From an optimization exercise on the open Yosys and OpenROAD flow, aimed at small area and a short achievable clock period; shortcuts taken in it are not production practice. At most, simulation tests tie the RTL to the original design; equivalence was not proved. Power and IR drop assume default switching activity.

## sparse_row_top
module sparse_row_top (
  input  logic                            clk,
  input  logic                            reset,
  input  logic                            wr_req_act_flag,
  input  logic [16-1:0]                      wr_data_act_flag,
  input  logic                            wr_req_act,
  input  logic [8-1:0]               wr_data_act,
  input  logic                            wr_req_wei,
  input  logic [8-1:0]               wr_data_wei,
  input  logic                            start,
  input  logic                            wait_state,
  output logic                            en,
  output logic [1:0]                      state,
  output logic [4-1:0]               row_index,
  output logic [4-1:0]               act_index,
  output logic [8-1:0]               serial_out,
  output logic [5-1:0]               row_val_num,
  output logic                            zero_flag,
  output logic                            row_cal_done,
  output logic [8*9-1:0]  parallel_out
);
  logic [16-1:0] first_flags;
  logic [16-1:0] next_flags;
  logic [16-1:0] col_sel;
  logic [16-1:0] col_sel_n;
  logic [16-1:0] row_sel;
  logic [8-1:0]   rd_data;
  act_buffer i_act_buffer (
    .clk              (clk),
    .reset            (reset),
    .wr_req_act_flag  (wr_req_act_flag),
    .wr_data_act_flag (wr_data_act_flag),
    .wr_req_act       (wr_req_act),
    .wr_data_act      (wr_data_act),
    .row_sel          (row_sel),
    .col_sel          (col_sel),
    .col_sel_n        (col_sel_n),
    .first_flags      (first_flags),
    .next_flags       (next_flags),
    .rd_data          (rd_data)
  );
  row_sequencer i_row_sequencer (
    .clk          (clk),
    .reset        (reset),
    .start        (start),
    .wait_state   (wait_state),
    .first_flags  (first_flags),
    .next_flags   (next_flags),
    .rd_data      (rd_data),
    .col_sel      (col_sel),
    .col_sel_n    (col_sel_n),
    .row_sel      (row_sel),
    .en           (en),
    .state        (state),
    .row_index    (row_index),
    .act_index    (act_index),
    .serial_out   (serial_out),
    .row_val_num  (row_val_num),
    .zero_flag    (zero_flag),
    .row_cal_done (row_cal_done)
  );
  weight_buffer i_weight_buffer (
    .clk          (clk),
    .reset        (reset),
    .wr_req_wei   (wr_req_wei),
  ...
For scale: ~5200 cells after synthesis, ~2500 flip-flops, about 0.094 mm2 of cells after synthesis.
==> module act_buffer, before the edit <==
module act_buffer (
  input  logic                clk,
  input  logic                reset,
  input  logic                wr_req_act_flag,
  input  logic [16-1:0] wr_data_act_flag,
  input  logic                wr_req_act,
  input  logic [8-1:0]   wr_data_act,
  input  logic [16-1:0] row_sel,
  input  logic [16-1:0] col_sel,
  input  logic [16-1:0] col_sel_n,
  output logic [16-1:0] first_flags,
  output logic [16-1:0] next_flags,
  output logic [8-1:0]   rd_data
);
  logic [16-1:0] flag_mem [16];
  logic [8-1:0]   act_mem  [16 * 16];
  logic [4-1:0]      wr_addr_act_flag;
  logic flag_addr_zero;
  always_ff @(posedge clk or negedge reset) begin
    if (!reset) begin
      wr_addr_act_flag <= '0;
      flag_addr_zero   <= 1'b1;
    end else if (wr_req_act_flag) begin
      wr_addr_act_flag <= wr_addr_act_flag + 1'b1;
      flag_addr_zero   <= (wr_addr_act_flag == 4'(16 - 1));
    end
  end
  always_ff @(posedge clk) begin
    if (wr_req_act_flag) begin
      flag_mem[wr_addr_act_flag] <= wr_data_act_flag;
    end
  end
  logic [16-1:0] wr_row_act;
  logic [16-1:0] wr_col_act;
  always_ff @(posedge clk or negedge reset) begin
    if (!reset) begin
      wr_row_act <= 16'(1);
      wr_col_act <= 16'(1);
    end else if (wr_req_act) begin
      wr_col_act <= {wr_col_act[16-2:0], wr_col_act[16-1]};
      if (wr_col_act[16-1]) begin
        wr_row_act <= {wr_row_act[16-2:0], wr_row_act[16-1]};
      end
    end
  end
  always_ff @(posedge clk) begin
    for (int i = 0; i < 16; i++) begin
      for (int c = 0; c < 16; c++) begin
        if (wr_req_act && wr_row_act[i] && wr_col_act[c]) begin
          act_mem[i*16 + c] <= wr_data_act;
        end
      end
    end
  end
  always_comb begin
    if (wr_req_act_flag && flag_addr_zero) begin
      first_flags = wr_data_act_flag;
    end else begin
      first_flags = flag_mem[0];
    end
  end
  always_ff @(posedge clk) begin
    logic [16-1:0] word;
    word = '0;
    for (int i = 0; i < 16; i++) begin
      word = word | ({16{row_sel[(i + 16 - 1) % 16]}} & flag_mem[i]);
    end
    next_flags <= word;
  end
  always_comb begin
    logic [8-1:0] row_word;
    rd_data = '0;
    for (int i = 0; i < 16; i++) begin
      row_word = '0;
      for (int c = 0; c < 16; c++) begin
        if (i < 16 / 2) begin
          row_word = row_word | ({8{col_sel[c]}} & act_mem[i*16 + c]);
        end else begin
          row_word = row_word | ({8{~col_sel_n[c]}} & act_mem[i*16 + c]);
        end
      end
      rd_data = rd_data | ({8{row_sel[i]}} & row_word);
    end
  end
endmodule
==> flow/config.mk <==
export PLATFORM = sky130hd
export DESIGN_NAME = sparse_row_top
export DESIGN_NICKNAME = sparse_row_top
export VERILOG_FILES = /design/flow/design.v
export SDC_FILE = /design/flow/constraint.sdc
export NUM_CORES = 4
export LEC_CHECK = 0
export CAP_MARGIN = 20
export CORE_MARGIN = 2
export CORE_UTILIZATION = 60
export CTS_CLUSTER_DIAMETER = 120
export CTS_CLUSTER_SIZE = 24
export SETUP_SLACK_MARGIN = 4.8
export SLEW_MARGIN = 20
==> flow/constraint.sdc <==
create_clock -name core_clock -period 7.5 [get_ports {clk}]
set_input_delay 1.5000 -clock core_clock [delete_from_list [all_inputs] [get_ports {clk}]]
set_output_delay 1.5000 -clock core_clock [all_outputs]
set_load 0.01 [all_outputs]
run.sh (not shown) runs the stock make flow with config.mk's settings and CLKGATE_MAP_FILE= SYNTH_SCRIPT=/design/flow/synth_recipe.tcl, a recipe that flattens the netlist after the stock synthesis.
Rerun with:
--- a/flow/design.v
+++ b/flow/design.v
@@ -17,4 +17,5 @@
   logic [8-1:0]   act_mem  [16 * 16];
   logic [4-1:0]      wr_addr_act_flag;
+  logic [8-1:0] wr_addr_act;
   logic flag_addr_zero;
   always_ff @(posedge clk or negedge reset) begin
@@ -32,24 +33,14 @@
     end
   end
-  logic [16-1:0] wr_row_act;
-  logic [16-1:0] wr_col_act;
   always_ff @(posedge clk or negedge reset) begin
     if (!reset) begin
-      wr_row_act <= 16'(1);
-      wr_col_act <= 16'(1);
+      wr_addr_act <= '0;
     end else if (wr_req_act) begin
-      wr_col_act <= {wr_col_act[16-2:0], wr_col_act[16-1]};
-      if (wr_col_act[16-1]) begin
-        wr_row_act <= {wr_row_act[16-2:0], wr_row_act[16-1]};
-      end
+      wr_addr_act <= wr_addr_act + 1'b1;
     end
   end
   always_ff @(posedge clk) begin
-    for (int i = 0; i < 16; i++) begin
-      for (int c = 0; c < 16; c++) begin
-        if (wr_req_act && wr_row_act[i] && wr_col_act[c]) begin
-          act_mem[i*16 + c] <= wr_data_act;
-        end
-      end
+    if (wr_req_act) begin
+      act_mem[wr_addr_act] <= wr_data_act;
     end
   end
The new run finished with timing, DRC and antenna clean; fmax came out lower by 6.3%; routed wire length came out lower by 6.6%; cell area came out higher by 1.6%; setup slack gets worse by 220 ps; clock skew hardly moves; hold slack gets better by 22 ps; global-route usage came out lower by 1.9 points; via count came out lower by 2.6%; clock power came out lower by about 2%; synthesized area came out lower by 1.4%; total power barely changes; core utilization came out higher by 2.2 points; flip-flop and latch count came out lower by 24; die area came out lower by 1.4%.
No run of this note included a check of the RTL's function; only the layout flow was run.


The RTL this note starts from:
==> flow/design.v <==
`timescale 1ns/1ps
module act_buffer (
  input  logic                clk,
  input  logic                reset,
  input  logic                wr_req_act_flag,
  input  logic [16-1:0] wr_data_act_flag,
  input  logic                wr_req_act,
  input  logic [8-1:0]   wr_data_act,
  input  logic [16-1:0] row_sel,
  input  logic [16-1:0] col_sel,
  output logic [16-1:0] first_flags,
  output logic [16-1:0] next_flags,
  output logic [8-1:0]   rd_data
);
  logic [16-1:0] flag_mem [16];
  logic [8-1:0]   act_mem  [16 * 16];
  logic [4-1:0]      wr_addr_act_flag;
  logic [8-1:0] wr_addr_act;
  logic flag_addr_zero;
  always_ff @(posedge clk or negedge reset) begin
    if (!reset) begin
      wr_addr_act_flag <= '0;
      flag_addr_zero   <= 1'b1;
    end else if (wr_req_act_flag) begin
      wr_addr_act_flag <= wr_addr_act_flag + 1'b1;
      flag_addr_zero   <= (wr_addr_act_flag == 4'(16 - 1));
    end
  end
  always_ff @(posedge clk) begin
    if (wr_req_act_flag) begin
      flag_mem[wr_addr_act_flag] <= wr_data_act_flag;
    end
  end
  always_ff @(posedge clk or negedge reset) begin
    if (!reset) begin
      wr_addr_act <= '0;
    end else if (wr_req_act) begin
      wr_addr_act <= wr_addr_act + 1'b1;
    end
  end
  always_ff @(posedge clk) begin
    if (wr_req_act) begin
      act_mem[wr_addr_act] <= wr_data_act;
    end
  end
  always_comb begin
    if (wr_req_act_flag && flag_addr_zero) begin
      first_flags = wr_data_act_flag;
    end else begin
      first_flags = flag_mem[0];
    end
  end
  always_ff @(posedge clk) begin
    logic [16-1:0] word;
    word = '0;
    for (int i = 0; i < 16; i++) begin
      word = word | ({16{row_sel[(i + 16 - 1) % 16]}} & flag_mem[i]);
    end
    next_flags <= word;
  end
  always_comb begin
    logic [8-1:0] row_word;
    rd_data = '0;
    for (int i = 0; i < 16; i++) begin
      row_word = '0;
      for (int c = 0; c < 16; c++) begin
        row_word = row_word | ({8{col_sel[c]}} & act_mem[i*16 + c]);
      end
      rd_data = rd_data | ({8{row_sel[i]}} & row_word);
    end
  end
endmodule
`timescale 1ns/1ps
module flag_scanner (
  input  logic [16-1:0] flags,
  output logic [16-1:0] lowest
);
  always_comb begin
    lowest[0] = flags[0];
    for (int i = 1; i < 16; i++) begin
      lowest[i] = flags[i] & ~(|(flags & 16'((1 << i) - 1)));
    end
  end
endmodule
`timescale 1ns/1ps
module row_sequencer (
  input  logic                clk,
  input  logic                reset,
  input  logic                start,
  input  logic                wait_state,
  input  logic [16-1:0] first_flags,
  input  logic [16-1:0] next_flags,
  input  logic [8-1:0]   rd_data,
  output logic [16-1:0] col_sel,
  output logic [16-1:0] row_sel,
  output logic                en,
  output logic [1:0]          state,
  output logic [4-1:0]   row_index,
  output logic [4-1:0]   act_index,
  output logic [8-1:0]   serial_out,
  output logic [5-1:0]   row_val_num,
  output logic                zero_flag,
  output logic                row_cal_done
);
  localparam logic [1:0] PREP = 2'd0;
  localparam logic [1:0] TRAN = 2'd1;
  localparam logic [1:0] WAIT = 2'd2;
  localparam logic [1:0] COMP = 2'd3;
  function automatic logic [11:0] nibble_counts(input logic [16-1:0] flags);
    logic [11:0] counts;
    for (int i = 0; i < 4; i++) begin
      counts[3*i +: 3] = 3'(flags[4*i]) + 3'(flags[4*i+1]) + 3'(flags[4*i+2]) + 3'(flags[4*i+3]);
    end
    nibble_counts = counts;
  endfunction
  function automatic logic [4-1:0] encode(input logic [16-1:0] onehot);
    logic [4-1:0] idx;
    idx = '0;
    for (int i = 0; i < 16; i++) begin
      if (onehot[i]) idx = idx | 4'(i);
    end
    encode = idx;
  endfunction
  logic in_prep, in_tran, in_wait, in_comp;
  logic go;
  logic leave;
  logic [1:0]          state_next;
  logic                rcd_next;
  logic [16-1:0] row_sel_next;
  logic                row_done;
  assign row_done = in_comp && leave;
  logic [16-1:0] remain;
  logic [16-1:0] remain_drop;
  logic                last_left;
  logic                step;
  assign remain_drop = remain & ~col_sel;
  assign last_left   = (remain_drop == '0);
  assign step        = in_comp ? !leave : !in_prep && !wait_state;
  always_comb begin
    state_next = PREP;
    if (in_prep) state_next = go ? TRAN : PREP;
    if (in_tran || in_wait) state_next = wait_state ? WAIT : COMP;
    if (in_comp) state_next = !leave ? COMP : (row_sel[16 - 1] ? PREP : TRAN);
  end
  assign rcd_next     = step && last_left;
  assign row_sel_next = row_done ? {row_sel[16-2:0], row_sel[16-1]} : row_sel;
  always_ff @(posedge clk or negedge reset) begin
    if (!reset) begin
      in_prep <= 1'b1;
      in_tran <= 1'b0;
      in_wait <= 1'b0;
      in_comp <= 1'b0;
      go      <= 1'b0;
      leave   <= 1'b1;
      row_sel <= 16'(1);
    end else begin
      in_prep <= (state_next == PREP);
      in_tran <= (state_next == TRAN);
      in_wait <= (state_next == WAIT);
      in_comp <= (state_next == COMP);
      go      <= start && (state_next == PREP);
      leave   <= rcd_next || (state_next != COMP);
      row_sel <= row_sel_next;
    end
  end
  logic [11:0] row_counts;
  logic        row_nonzero;
  assign zero_flag = ~row_nonzero;
  always_ff @(posedge clk or negedge reset) begin
    if (!reset) begin
      en           <= 1'b0;
      state        <= PREP;
      row_index    <= '0;
      row_cal_done <= 1'b0;
      row_val_num  <= '0;
      row_nonzero  <= 1'b0;
    end else begin
      en           <= start;
      state        <= state_next;
      row_index    <= encode(row_sel_next);
      row_cal_done <= rcd_next;
      if (in_tran) begin
        row_val_num <= (5'(row_counts[2:0]) + 5'(row_counts[5:3]))
                     + (5'(row_counts[8:6]) + 5'(row_counts[11:9]));
        row_nonzero <= (remain != '0);
      end
    end
  end
  logic [16-1:0] load_flags;
  logic [16-1:0] load_lowest;
  logic [16-1:0] drop_lowest;
  assign load_flags = in_prep ? first_flags : next_flags;
  flag_scanner i_load_scanner (
    .flags  (load_flags),
    .lowest (load_lowest)
  );
  flag_scanner i_drop_scanner (
    .flags  (remain_drop),
    .lowest (drop_lowest)
  );
  always_ff @(posedge clk) begin
    if (in_prep || row_done) begin
      remain  <= load_flags;
      col_sel <= load_lowest;
    end else if (step) begin
      remain  <= remain_drop;
      col_sel <= drop_lowest;
    end
  end
  always_ff @(posedge clk) begin
    if (in_prep || row_done) begin
      row_counts <= nibble_counts(load_flags);
    end
  end
  always_ff @(posedge clk) begin
    act_index  <= encode(col_sel);
    serial_out <= rd_data;
  end
endmodule
`timescale 1ns/1ps
module weight_buffer (
  input  logic                            clk,
  input  logic                            reset,
  input  logic                            wr_req_wei,
  input  logic [8-1:0]               wr_data_wei,
  output logic [8*9-1:0]  parallel_out
);
  logic                   wr_req_q;
  logic [8-1:0]      wr_data_q;
  logic [4-1:0] wr_addr_wei;
  always_ff @(posedge clk or negedge reset) begin
    if (!reset) begin
      wr_req_q <= 1'b0;
    end else begin
      wr_req_q <= wr_req_wei;
    end
  end
  always_ff @(posedge clk) begin
    wr_data_q <= wr_data_wei;
  end
  always_ff @(posedge clk or negedge reset) begin
    if (!reset) begin
      wr_addr_wei <= '0;
    end else if (wr_req_q) begin
      if (wr_addr_wei == 4'(9 - 1)) begin
        wr_addr_wei <= '0;
      end else begin
        wr_addr_wei <= wr_addr_wei + 1'b1;
      end
    end
  end
  always_ff @(posedge clk or negedge reset) begin
    if (!reset) begin
      parallel_out <= '0;
    end else if (wr_req_q) begin
      for (int i = 0; i < 9; i++) begin
        if (wr_addr_wei == 4'(i)) begin
          parallel_out[i*8 +: 8] <= wr_data_q;
        end
      end
    end
  end
endmodule
`timescale 1ns/1ps
module sparse_row_top (
  input  logic                            clk,
  input  logic                            reset,
  input  logic                            wr_req_act_flag,
  input  logic [16-1:0]                      wr_data_act_flag,
  input  logic                            wr_req_act,
  input  logic [8-1:0]               wr_data_act,
  input  logic                            wr_req_wei,
  input  logic [8-1:0]               wr_data_wei,
  input  logic                            start,
  input  logic                            wait_state,
  output logic                            en,
  output logic [1:0]                      state,
  output logic [4-1:0]               row_index,
  output logic [4-1:0]               act_index,
  output logic [8-1:0]               serial_out,
  output logic [5-1:0]               row_val_num,
  output logic                            zero_flag,
  output logic                            row_cal_done,
  output logic [8*9-1:0]  parallel_out
);
  logic [16-1:0] first_flags;
  logic [16-1:0] next_flags;
  logic [16-1:0] col_sel;
  logic [16-1:0] row_sel;
  logic [8-1:0]   rd_data;
  act_buffer i_act_buffer (
    .clk              (clk),
    .reset            (reset),
    .wr_req_act_flag  (wr_req_act_flag),
    .wr_data_act_flag (wr_data_act_flag),
    .wr_req_act       (wr_req_act),
    .wr_data_act      (wr_data_act),
    .row_sel          (row_sel),
    .col_sel          (col_sel),
    .first_flags      (first_flags),
    .next_flags       (next_flags),
    .rd_data          (rd_data)
  );
  row_sequencer i_row_sequencer (
    .clk          (clk),
    .reset        (reset),
    .start        (start),
    .wait_state   (wait_state),
    .first_flags  (first_flags),
    .next_flags   (next_flags),
    .rd_data      (rd_data),
    .col_sel      (col_sel),
    .row_sel      (row_sel),
    .en           (en),
    .state        (state),
    .row_index    (row_index),
    .act_index    (act_index),
    .serial_out   (serial_out),
    .row_val_num  (row_val_num),
    .zero_flag    (zero_flag),
    .row_cal_done (row_cal_done)
  );
  weight_buffer i_weight_buffer (
    .clk          (clk),
    .reset        (reset),
    .wr_req_wei   (wr_req_wei),
    .wr_data_wei  (wr_data_wei),
    .parallel_out (parallel_out)
  );
endmodule
Settings: LEC_CHECK=0, CAP_MARGIN=20, CORE_MARGIN=2, CORE_UTILIZATION=60, CTS_CLUSTER_DIAMETER=120, CTS_CLUSTER_SIZE=24, SETUP_SLACK_MARGIN=4.8, SLEW_MARGIN=20; clock period 7.5 ns.
Rerun with:
--- a/flow/design.v
+++ b/flow/design.v
@@ -77,7 +77,9 @@
 );
   always_comb begin
-    lowest[0] = flags[0];
-    for (int i = 1; i < 16; i++) begin
-      lowest[i] = flags[i] & ~(|(flags & 16'((1 << i) - 1)));
+    logic seen;
+    seen = 1'b0;
+    for (int i = 0; i < 16; i++) begin
+      lowest[i] = flags[i] & ~seen;
+      seen = seen | flags[i];
     end
   end
@@ -165,6 +167,4 @@
   end
   logic [11:0] row_counts;
-  logic        row_nonzero;
-  assign zero_flag = ~row_nonzero;
   always_ff @(posedge clk or negedge reset) begin
     if (!reset) begin
@@ -174,5 +174,5 @@
       row_cal_done <= 1'b0;
       row_val_num  <= '0;
-      row_nonzero  <= 1'b0;
+      zero_flag    <= 1'b1;
     end else begin
       en           <= start;
@@ -183,32 +183,32 @@
         row_val_num <= (5'(row_counts[2:0]) + 5'(row_counts[5:3]))
                      + (5'(row_counts[8:6]) + 5'(row_counts[11:9]));
-        row_nonzero <= (remain != '0);
+        zero_flag   <= (remain == '0);
       end
     end
   end
-  logic [16-1:0] load_flags;
-  logic [16-1:0] load_lowest;
-  logic [16-1:0] drop_lowest;
-  assign load_flags = in_prep ? first_flags : next_flags;
-  flag_scanner i_load_scanner (
-    .flags  (load_flags),
-    .lowest (load_lowest)
-  );
-  flag_scanner i_drop_scanner (
-    .flags  (remain_drop),
-    .lowest (drop_lowest)
-  );
-  always_ff @(posedge clk) begin
-    if (in_prep || row_done) begin
-      remain  <= load_flags;
-      col_sel <= load_lowest;
+  logic [16-1:0] remain_next;
+  logic [16-1:0] lowest_next;
+  always_comb begin
+    if (in_prep) begin
+      remain_next = first_flags;
+    end else if (row_done) begin
+      remain_next = next_flags;
     end else if (step) begin
-      remain  <= remain_drop;
-      col_sel <= drop_lowest;
+      remain_next = remain_drop;
+    end else begin
+      remain_next = remain;
     end
   end
+  flag_scanner i_flag_scanner (
+    .flags  (remain_next),
+    .lowest (lowest_next)
+  );
+  always_ff @(posedge clk) begin
+    remain  <= remain_next;
+    col_sel <= lowest_next;
+  end
   always_ff @(posedge clk) begin
     if (in_prep || row_done) begin
-      row_counts <= nibble_counts(load_flags);
+      row_counts <= nibble_counts(remain_next);
     end
   end
After rerunning: The new run ran to the end with no violations; first-iteration DRC count shrinks by 19%; die area goes down by 0.39%; register-to-register slack improves by 0.09 ns; setup slack improved by 0.090 ns; critical path depth rises by 1; total power went down by 16%; via count came out lower by about 2.5%; final area shrinks by 0.84%; clock-buffer cell count falls by 12; routed wire length goes down by 5.9%; clock skew decreases by 0.016 ns; hold slack is worse by 0.0044 ns; sequential share of layout area rose by 0.35 points; global-route usage decreases by 1.6 points.
No functional check of the RTL was part of the first run of this note.

## static timing again, ports no longer ideal
Ports are ideal in the flow. The routed layouts listed here were re-timed in OpenROAD.
Step 1: set_driving_cell puts a clkbuf_16 on clk and a buf_2 on each other input, an assumption about the parent block.
Step 2 adds t to the input delays and takes it off the output delays; t is the mean of the earliest and latest rising clock arrival at the registers after step 1. Input paths then give back, and output paths get back, about the clock's delay inside the block.
Three values: ideal ports, drivers, drivers and shift; two values: the first two.
run	t (ns)	setup WS [ns]	worst slew at a driven data input, ns	pins driven straight from the clock port
the first run of note 1	0.871	4.287 / 4.287 / 3.950	0.10	1
the second run of note 1	0.869	4.071 / 4.093 / 3.224	0.10	1
the first run of note 2	0.861	4.435 / 4.435 / 3.823	0.08	1
the second run of note 2	0.856	4.525 / 4.491 / 3.945	0.07	1
After both steps every run listed still meets setup and hold. For the second run of note 1, which loses most, drivers alone change the setup slack by +0.022 ns; drivers and shift together by -0.847 ns.
